This design comes from an exercise in tuning for small area, a short achievable clock period and few clock cycles per item on the open sky130 flow, not from production work. Function was checked by simulation only, so behaviour that the tests miss may differ from the original.

==> run a <==
==> flow/design.v <==
`default_nettype none
package rau_pkg;
	localparam int DW = 64;
	localparam logic [2:0] OP_ADD = 3'd0;
	localparam logic [2:0] OP_SUB = 3'd1;
	localparam logic [2:0] OP_MUL = 3'd2;
	localparam logic [2:0] OP_DIV = 3'd3;
	localparam logic [2:0] OP_NEG = 3'd4;
	localparam logic [2:0] OP_ABS = 3'd5;
	localparam logic [1:0] ST_OK       = 2'd0;
	localparam logic [1:0] ST_DIVZERO  = 2'd1;
	localparam logic [1:0] ST_OVERFLOW = 2'd2;
	typedef struct packed {
		logic load;
		logic mul_x;
		logic mul_y;
		logic mul_d;
		logic comb;
		logic gcd_init;
		logic gcd_step;
		logic div_init;
		logic div_step;
		logic emit;
	} cmd_t;
	typedef struct packed {
		logic early;
		logic mag_zero;
		logic gcd_done;
		logic div_done;
		logic out_free;
	} sts_t;
endpackage
`default_nettype wire
`default_nettype none
module rau_ctrl (
	input  wire          clk,
	input  wire          arst_n,
	input  wire          s_valid,
	output logic         s_ready,
	input  wire  [125:0] s_data,
	input  wire  [2:0]   s_op,
	input  wire          take,
	output logic         full,
	output logic [63:0]  n_val,
	output logic [61:0]  d_val,
	output logic         n_neg,
	output logic         special,
	output logic [1:0]   special_st
);
	localparam logic [1:0] F_IDLE = 2'd0, F_RUN = 2'd1, F_FULL = 2'd2;
	logic [125:0] cap_q;
	logic [2:0]   op_q;
	logic         cap_v;
	always_ff @(posedge clk) begin
		cap_q <= s_data;
		op_q  <= s_op;
	end
	wire [31:0] an = cap_q[31:0];
	wire [30:0] ad = cap_q[62:32];
	wire [31:0] bn = cap_q[94:63];
	wire [30:0] bd = cap_q[125:95];
	logic       sp;
	logic [1:0] sp_st;
	always_comb begin
		sp = 1'b0;
		sp_st = 2'd0;
		if (op_q > 3'd5) begin
			sp = 1'b1;
		end else if (ad == '0) begin
			sp = 1'b1;
			sp_st = 2'd1;
		end else if (!op_q[2] && bd == '0) begin
			sp = 1'b1;
			sp_st = 2'd1;
		end else if (op_q == 3'd3 && bn == '0) begin
			sp = 1'b1;
			sp_st = 2'd1;
		end
	end
	wire op01 = (op_q[2:1] == 2'b00);
	wire op45 = op_q[2];
	logic [31:0] qa, qc;
	logic        fa, fb, fc;
	always_comb begin
		qa = {1'b0, bd};
		qc = {1'b0, bd};
		if (op45) begin
			qa = 32'd1;
			qc = 32'd1;
		end else if (op_q[1:0] == 2'd2) begin
			qa = bn;
		end else if (op_q[1:0] == 2'd3) begin
			qc = bn;
		end
		fa = !op01 && (an[31] ^ ((op_q == 3'd2) && bn[31]));
		fb = (op_q[1:0] == 2'd1);
		fc = (op_q == 3'd3) && bn[31];
	end
	logic [1:0] st_q, st_d;
	logic [3:0] cnt_q, cnt_d;
	logic       sp_q;
	logic [1:0] spst_q;
	logic       sgn_q, op01_q;
	wire start = cap_v && ((st_q == F_IDLE) || (st_q == F_FULL && take));
	always_comb begin
		st_d = st_q;
		cnt_d = cnt_q + 4'd1;
		case (st_q)
			F_RUN:   if (cnt_q == 4'd15) st_d = F_FULL;
			F_FULL:  if (take) st_d = F_IDLE;
			default: ;
		endcase
		if (start) begin
			st_d = F_RUN;
			cnt_d = sp ? 4'd15 : 4'd0;
		end
	end
	always_ff @(posedge clk or negedge arst_n) begin
		if (!arst_n) begin
			st_q    <= F_IDLE;
			cap_v   <= 1'b0;
			s_ready <= 1'b0;
		end else begin
			st_q    <= st_d;
			cap_v   <= s_valid && !s_ready;
			s_ready <= (st_d == F_RUN) && (cnt_d == 4'd15);
		end
	end
	function automatic logic [2:0] bsel(input logic [31:0] q, input logic [3:0] j, input logic f);
		logic [32:0] qe;
		logic [2:0]  w;
		logic        ng, one, two;
		qe = {q, 1'b0};
		w = qe[2*j +: 3];
		one = w[1] ^ w[0];
		two = (w == 3'b011) || (w == 3'b100);
		ng = w[2] && !(w[1] && w[0]);
		bsel = {ng ^ f, two, one};
	endfunction
	logic [2:0] da_q, db_q, dc_q;
	always_ff @(posedge clk) begin
		cnt_q <= cnt_d;
		if (st_d == F_RUN) begin
			da_q <= bsel(qa, cnt_d, fa);
			db_q <= op01 ? bsel({1'b0, ad}, cnt_d, fb) : 3'b000;
			dc_q <= bsel(qc, cnt_d, fc);
		end
		if (start) begin
			sp_q   <= sp;
			spst_q <= sp_st;
			op01_q <= op01;
			sgn_q  <= (op_q[2:1] == 2'b01) ? (an[31] ^ bn[31]) :
			          (op_q == 3'd4) ? !an[31] : 1'b0;
		end
	end
	function automatic logic [34:0] bpp(input logic [31:0] mc, input logic [2:0] d);
		logic [34:0] m;
		m = d[0] ? {{3{mc[31]}}, mc} : d[1] ? {{2{mc[31]}}, mc, 1'b0} : 35'd0;
		bpp = d[2] ? ~m : m;
	endfunction
	logic [34:0] hn_q;
	logic [31:0] ln_q;
	logic [33:0] hd_q;
	logic [31:0] ld_q;
	wire [34:0] ppa = bpp(an, da_q);
	wire [34:0] ppb = bpp(bn, db_q);
	wire [34:0] ppc = bpp({1'b0, ad}, dc_q);
	wire [34:0] n_sum = hn_q + ppa + ppb + {34'd0, da_q[2]} + {34'd0, db_q[2]};
	wire [33:0] d_sum = hd_q + ppc[33:0] + {33'd0, dc_q[2]};
	always_ff @(posedge clk) begin
		if (start) begin
			hn_q <= '0;
			hd_q <= '0;
		end else if (st_q == F_RUN) begin
			hn_q <= {{2{n_sum[34]}}, n_sum[34:2]};
			ln_q <= {n_sum[1:0], ln_q[31:2]};
			hd_q <= {{2{d_sum[33]}}, d_sum[33:2]};
			ld_q <= {d_sum[1:0], ld_q[31:2]};
		end
	end
	assign full       = (st_q == F_FULL);
	assign n_val      = {hn_q[31:0], ln_q};
	assign d_val      = {hd_q[29:0], ld_q};
	assign n_neg      = op01_q ? hn_q[31] : sgn_q;
	assign special    = sp_q || (n_val == '0);
	assign special_st = spst_q;
endmodule
`default_nettype wire
`default_nettype none
module rau_datapath (
	input  wire         clk,
	input  wire         arst_n,
	input  wire         full,
	output logic        take,
	input  wire  [63:0] n_val,
	input  wire  [61:0] d_val,
	input  wire         n_neg,
	input  wire         special,
	input  wire  [1:0]  special_st,
	output logic        out_valid,
	input  wire         out_ready,
	output logic [31:0] out_r_num,
	output logic [30:0] out_r_den,
	output logic [1:0]  out_status
);
	logic [63:0] u_q;
	logic [62:0] v_q;
	logic [31:0] m11, m21, m12, m22;
	logic        run_q, pend_q, done_q, c2v_q;
	logic [1:0]  sts_q, pst_q;
	assign take = full && !run_q && !pend_q;
	wire out_free = !done_q || out_ready;
	wire        u0 = u_q[0];
	wire        v0 = v_q[0];
	wire [63:0] d1 = u_q - {1'b0, v_q};
	wire        ge = !d1[63];
	wire        eq = (u_q == {1'b0, v_q});
	wire [63:0] x  = u0 ? d1 : u_q;
	wire        both_even = !u0 && !v0;
	logic [1:0] sh;
	always_comb begin
		if (both_even || x[1]) sh = 2'd0;
		else if (x[2])         sh = 2'd1;
		else if (x[3])         sh = 2'd2;
		else                   sh = 2'd3;
	end
	wire [63:0] x1   = {x[63], x[63:1]};
	logic [63:0] y;
	always_comb begin
		case (sh)
			2'd0: y = x1;
			2'd1: y = {{1{x1[63]}}, x1[63:1]};
			2'd2: y = {{2{x1[63]}}, x1[63:2]};
			default: y = {{3{x1[63]}}, x1[63:3]};
		endcase
	end
	wire        yfix = y[63] && y[0];
	wire [63:0] u_nx = yfix ? {~y[63:1], 1'b1} : y;
	wire [31:0] c12 = c2v_q ? m12 : 32'd0;
	wire [31:0] c22 = c2v_q ? m22 : 32'd1;
	function automatic logic shl_ovf(input logic [31:0] t, input logic [1:0] k);
		case (k)
			2'd0: shl_ovf = (t[31:30] != {2{t[31]}});
			2'd1: shl_ovf = (t[31:29] != {3{t[31]}});
			2'd2: shl_ovf = (t[31:28] != {4{t[31]}});
			default: shl_ovf = (t[31:27] != {5{t[31]}});
		endcase
	endfunction
	wire        sel1 = !u0 || ge;
	wire [31:0] t1 = sel1 ? m11 : c12;
	wire [31:0] t2 = sel1 ? m21 : c22;
	wire [31:0] c1n = (t1 << 1) << sh;
	wire [31:0] c2n = (t2 << 1) << sh;
	wire        ovf_a = shl_ovf(m11, sh) || shl_ovf(m21, sh);
	wire        ovf_b = shl_ovf(c12, sh) || shl_ovf(c22, sh);
	wire        ovf_c1 = sel1 ? ovf_a : ovf_b;
	wire [32:0] s1 = {m11[31], m11} + {c12[31], c12};
	wire [32:0] s2 = {m21[31], m21} + {c22[31], c22};
	wire        ovf_c2 = (s1[32] != s1[31]) || (s2[32] != s2[31]);
	logic [5:0]  t_q;
	logic        blo_q;
	logic [62:0] tmask;
	always_comb begin
		for (int i = 0; i < 63; i++) tmask[i] = (i >= t_q);
	end
	wire bl_hit = ((v_q & tmask) == '0);
	wire [31:0] hi_or = (n_val[63] ? ~n_val[63:32] : n_val[63:32]) | {2'b00, d_val[61:32]};
	logic [5:0] t_ld;
	always_comb begin
		t_ld = 6'd0;
		for (int i = 0; i < 32; i++) if (hi_or[i]) t_ld = 6'(i + 1);
	end
	wire st_odd  = u0 && v0;
	wire st_ueven = !u0 && v0;
	wire fin     = st_odd && (eq || ovf_c2 || ovf_c1);
	wire fin_ovf = st_odd && (ovf_c2 || (ovf_c1 && !eq));
	wire ue_ovf  = st_ueven && (ovf_c1 || ovf_c2);
	wire stop    = fin || ue_ovf || blo_q;
	always_ff @(posedge clk or negedge arst_n) begin
		if (!arst_n) begin
			run_q  <= 1'b0;
			pend_q <= 1'b0;
			done_q <= 1'b0;
		end else begin
			if (run_q && stop) begin
				run_q  <= 1'b0;
				done_q <= 1'b1;
			end else begin
				if (done_q && out_ready) done_q <= 1'b0;
				if ((take || pend_q) && !run_q) begin
					run_q  <= out_free;
					pend_q <= !out_free;
				end
			end
		end
	end
	always_ff @(posedge clk) begin
		if (take) begin
			t_q   <= special ? 6'd0 : t_ld;
			blo_q <= 1'b0;
		end else if (run_q) begin
			if (both_even && t_q != 6'd0) t_q <= t_q - 6'd1;
			blo_q <= bl_hit;
		end
		if (take) begin
			u_q   <= special ? 64'd1 : (n_val[0] && n_val[63]) ? {~n_val[63:1], 1'b1} : n_val;
			v_q   <= special ? 63'd1 : {1'b0, d_val};
			m11   <= special ? 32'd0 : n_neg ? 32'hffff_ffff : 32'd1;
			m21   <= 32'd0;
			pst_q <= special_st;
		end else if (run_q) begin
			if (both_even) begin
				u_q <= u_nx;
				v_q <= {1'b0, v_q[62:1]};
			end else if (!v0) begin
				u_q   <= {1'b0, v_q};
				v_q   <= u_q[62:0];
				m11   <= c12;
				m21   <= c22;
				m12   <= m11;
				m22   <= m21;
			end else begin
				u_q <= u_nx;
				if (u0 && !ge) v_q <= u_q[62:0];
				m11 <= c1n;
				m21 <= c2n;
				if (u0) begin
					m12 <= s1[31:0];
					m22 <= s2[31:0];
				end
			end
			if (fin_ovf || ue_ovf || blo_q) begin
				m12   <= 32'd0;
				m22   <= 32'd1;
				sts_q <= 2'd2;
			end else if (fin) begin
				sts_q <= pst_q;
			end
		end
	end
	always_ff @(posedge clk or negedge arst_n) begin
		if (!arst_n) begin
			c2v_q <= 1'b0;
		end else if (take) begin
			c2v_q <= 1'b0;
		end else if (run_q && ((v0 && u0) || (!v0 && !both_even) || ue_ovf)) begin
			c2v_q <= 1'b1;
		end
	end
	assign out_valid  = done_q;
	assign out_r_num  = m12;
	assign out_r_den  = m22[30:0];
	assign out_status = sts_q;
endmodule
`default_nettype wire
`default_nettype none
module rational_arithmetic_unit
#(
	parameter int WIDTH = 32
) (
	input  wire          clk,
	input  wire          arst_n,
	input  wire          s_axis_tvalid,
	output logic         s_axis_tready,
	input  wire  [127:0] s_axis_tdata,   
	input  wire  [2:0]   s_axis_tuser,   
	output logic         m_axis_tvalid,
	input  wire          m_axis_tready,
	output logic [63:0]  m_axis_tdata,   
	output logic [1:0]   m_axis_tuser    
);
	logic        full, take, n_neg, special;
	logic [1:0]  special_st;
	logic [63:0] n_val;
	logic [61:0] d_val;
	logic [31:0] r_num;
	logic [30:0] r_den;
	rau_ctrl u_ctrl (
		.clk      (clk),
		.arst_n   (arst_n),
		.s_valid  (s_axis_tvalid),
		.s_ready  (s_axis_tready),
		.s_data   (s_axis_tdata[125:0]),
		.s_op     (s_axis_tuser),
		.take     (take),
		.full     (full),
		.n_val    (n_val),
		.d_val    (d_val),
		.n_neg    (n_neg),
		.special    (special),
		.special_st (special_st)
	);
	rau_datapath u_dp (
		.clk        (clk),
		.arst_n     (arst_n),
		.full       (full),
		.take       (take),
		.n_val      (n_val),
		.d_val      (d_val),
		.n_neg      (n_neg),
		.special      (special),
		.special_st   (special_st),
		.out_valid  (m_axis_tvalid),
		.out_ready  (m_axis_tready),
		.out_r_num  (r_num),
		.out_r_den  (r_den),
		.out_status (m_axis_tuser)
	);
	assign m_axis_tdata = {1'b0, r_den, r_num};
endmodule
`default_nettype wire
==> flow/run.sh <==
#!/bin/bash
# synth_recipe.tcl (not shown) runs the flow's synth.tcl, then flattens the netlist and writes it again
# the make line also repeats each setting of config.mk as NAME=value (left out here)
make -C /OpenROAD-flow-scripts/flow DESIGN_CONFIG=/design/flow/config.mk WORK_HOME=/design/flow/orfs CLKGATE_MAP_FILE= SYNTH_SCRIPT=/design/flow/synth_recipe.tcl finish
==> flow/config.mk <==
export PLATFORM = sky130hd
export DESIGN_NAME = rational_arithmetic_unit
export DESIGN_NICKNAME = rational_arithmetic_unit
export VERILOG_FILES = /design/flow/design.v
export SDC_FILE = /design/flow/constraint.sdc
export NUM_CORES = 4
export LEC_CHECK = 0
export CAP_MARGIN = 20
export CORE_MARGIN = 2
export CORE_UTILIZATION = 75
export SLEW_MARGIN = 20
==> flow/constraint.sdc <==
create_clock -name core_clock -period 13.0 [get_ports {clk}]
set_input_delay 2.6000 -clock core_clock [delete_from_list [all_inputs] [get_ports {clk}]]
set_output_delay 2.6000 -clock core_clock [all_outputs]
set_load 0.01 [all_outputs]
==> run b (differences from run a) <==
--- a/flow/design.v
+++ b/flow/design.v
@@ -259,15 +259,2 @@
 	wire        ovf_c2 = (s1[32] != s1[31]) || (s2[32] != s2[31]);
-	logic [5:0]  t_q;
-	logic        blo_q;
-	logic [62:0] tmask;
-	always_comb begin
-		for (int i = 0; i < 63; i++) tmask[i] = (i >= t_q);
-	end
-	wire bl_hit = ((v_q & tmask) == '0);
-	wire [31:0] hi_or = (n_val[63] ? ~n_val[63:32] : n_val[63:32]) | {2'b00, d_val[61:32]};
-	logic [5:0] t_ld;
-	always_comb begin
-		t_ld = 6'd0;
-		for (int i = 0; i < 32; i++) if (hi_or[i]) t_ld = 6'(i + 1);
-	end
 	wire st_odd  = u0 && v0;
@@ -277,3 +264,3 @@
 	wire ue_ovf  = st_ueven && (ovf_c1 || ovf_c2);
-	wire stop    = fin || ue_ovf || blo_q;
+	wire stop    = fin || ue_ovf;
 	always_ff @(posedge clk or negedge arst_n) begin
@@ -298,9 +285,2 @@
 		if (take) begin
-			t_q   <= special ? 6'd0 : t_ld;
-			blo_q <= 1'b0;
-		end else if (run_q) begin
-			if (both_even && t_q != 6'd0) t_q <= t_q - 6'd1;
-			blo_q <= bl_hit;
-		end
-		if (take) begin
 			u_q   <= special ? 64'd1 : (n_val[0] && n_val[63]) ? {~n_val[63:1], 1'b1} : n_val;
@@ -331,3 +311,3 @@
 			end
-			if (fin_ovf || ue_ovf || blo_q) begin
+			if (fin_ovf || ue_ovf) begin
 				m12   <= 32'd0;
Settings changed: CORE_UTILIZATION 75 to 40.
==> results.ini <==
[route]
wl_met2_microns=65300
vias=37696

[run_status]
outcome=no timing/DRC/antenna violations

[timing]
tightest_slew_ns=1.09

[layout]
nNetsFinal=5180
fin_util=0.452
n_fill_cell=10305

the above is filed under run b

==> results.ini <==
[run_status]
outcome=no timing/DRC/antenna violations

[route]
vias=45134
wl_met2_microns=70000

[timing]
tightest_slew_ns=1.16

[layout]
fin_util=0.820

the above is filed under run a

Testbench counts of run a, summed over its fixed seeds: cycles 70,685, items 3,200.
Testbench counts of run b, summed over its fixed seeds: cycles 71,838, items 3,200.

[re-timing with driven ports]
The flow's constraints put no driver on any port. The routed layouts listed below were extracted and timed again, unchanged, in two steps. Step 1 sets driving cells, clkbuf_16 on the clock port and buf_2 on the other inputs (assumed; they add their load-dependent delay and slew). Step 2 times the ports against the registers' clock, not the clock port: input delays grow and output delays shrink by t, the midpoint of the rising clock arrivals with the driver on. Three values: ideal, step 1, step 2; two values: the first two.
run	t, ns	setup WS [ns]	clock arrival spread, ns
run a	0.729	6.857 / 6.857 / 6.857	0.026 / 0.026
run b	0.704	6.806 / 6.806 / 6.806	0.029 / 0.029
After both steps every run listed still meets setup and hold.
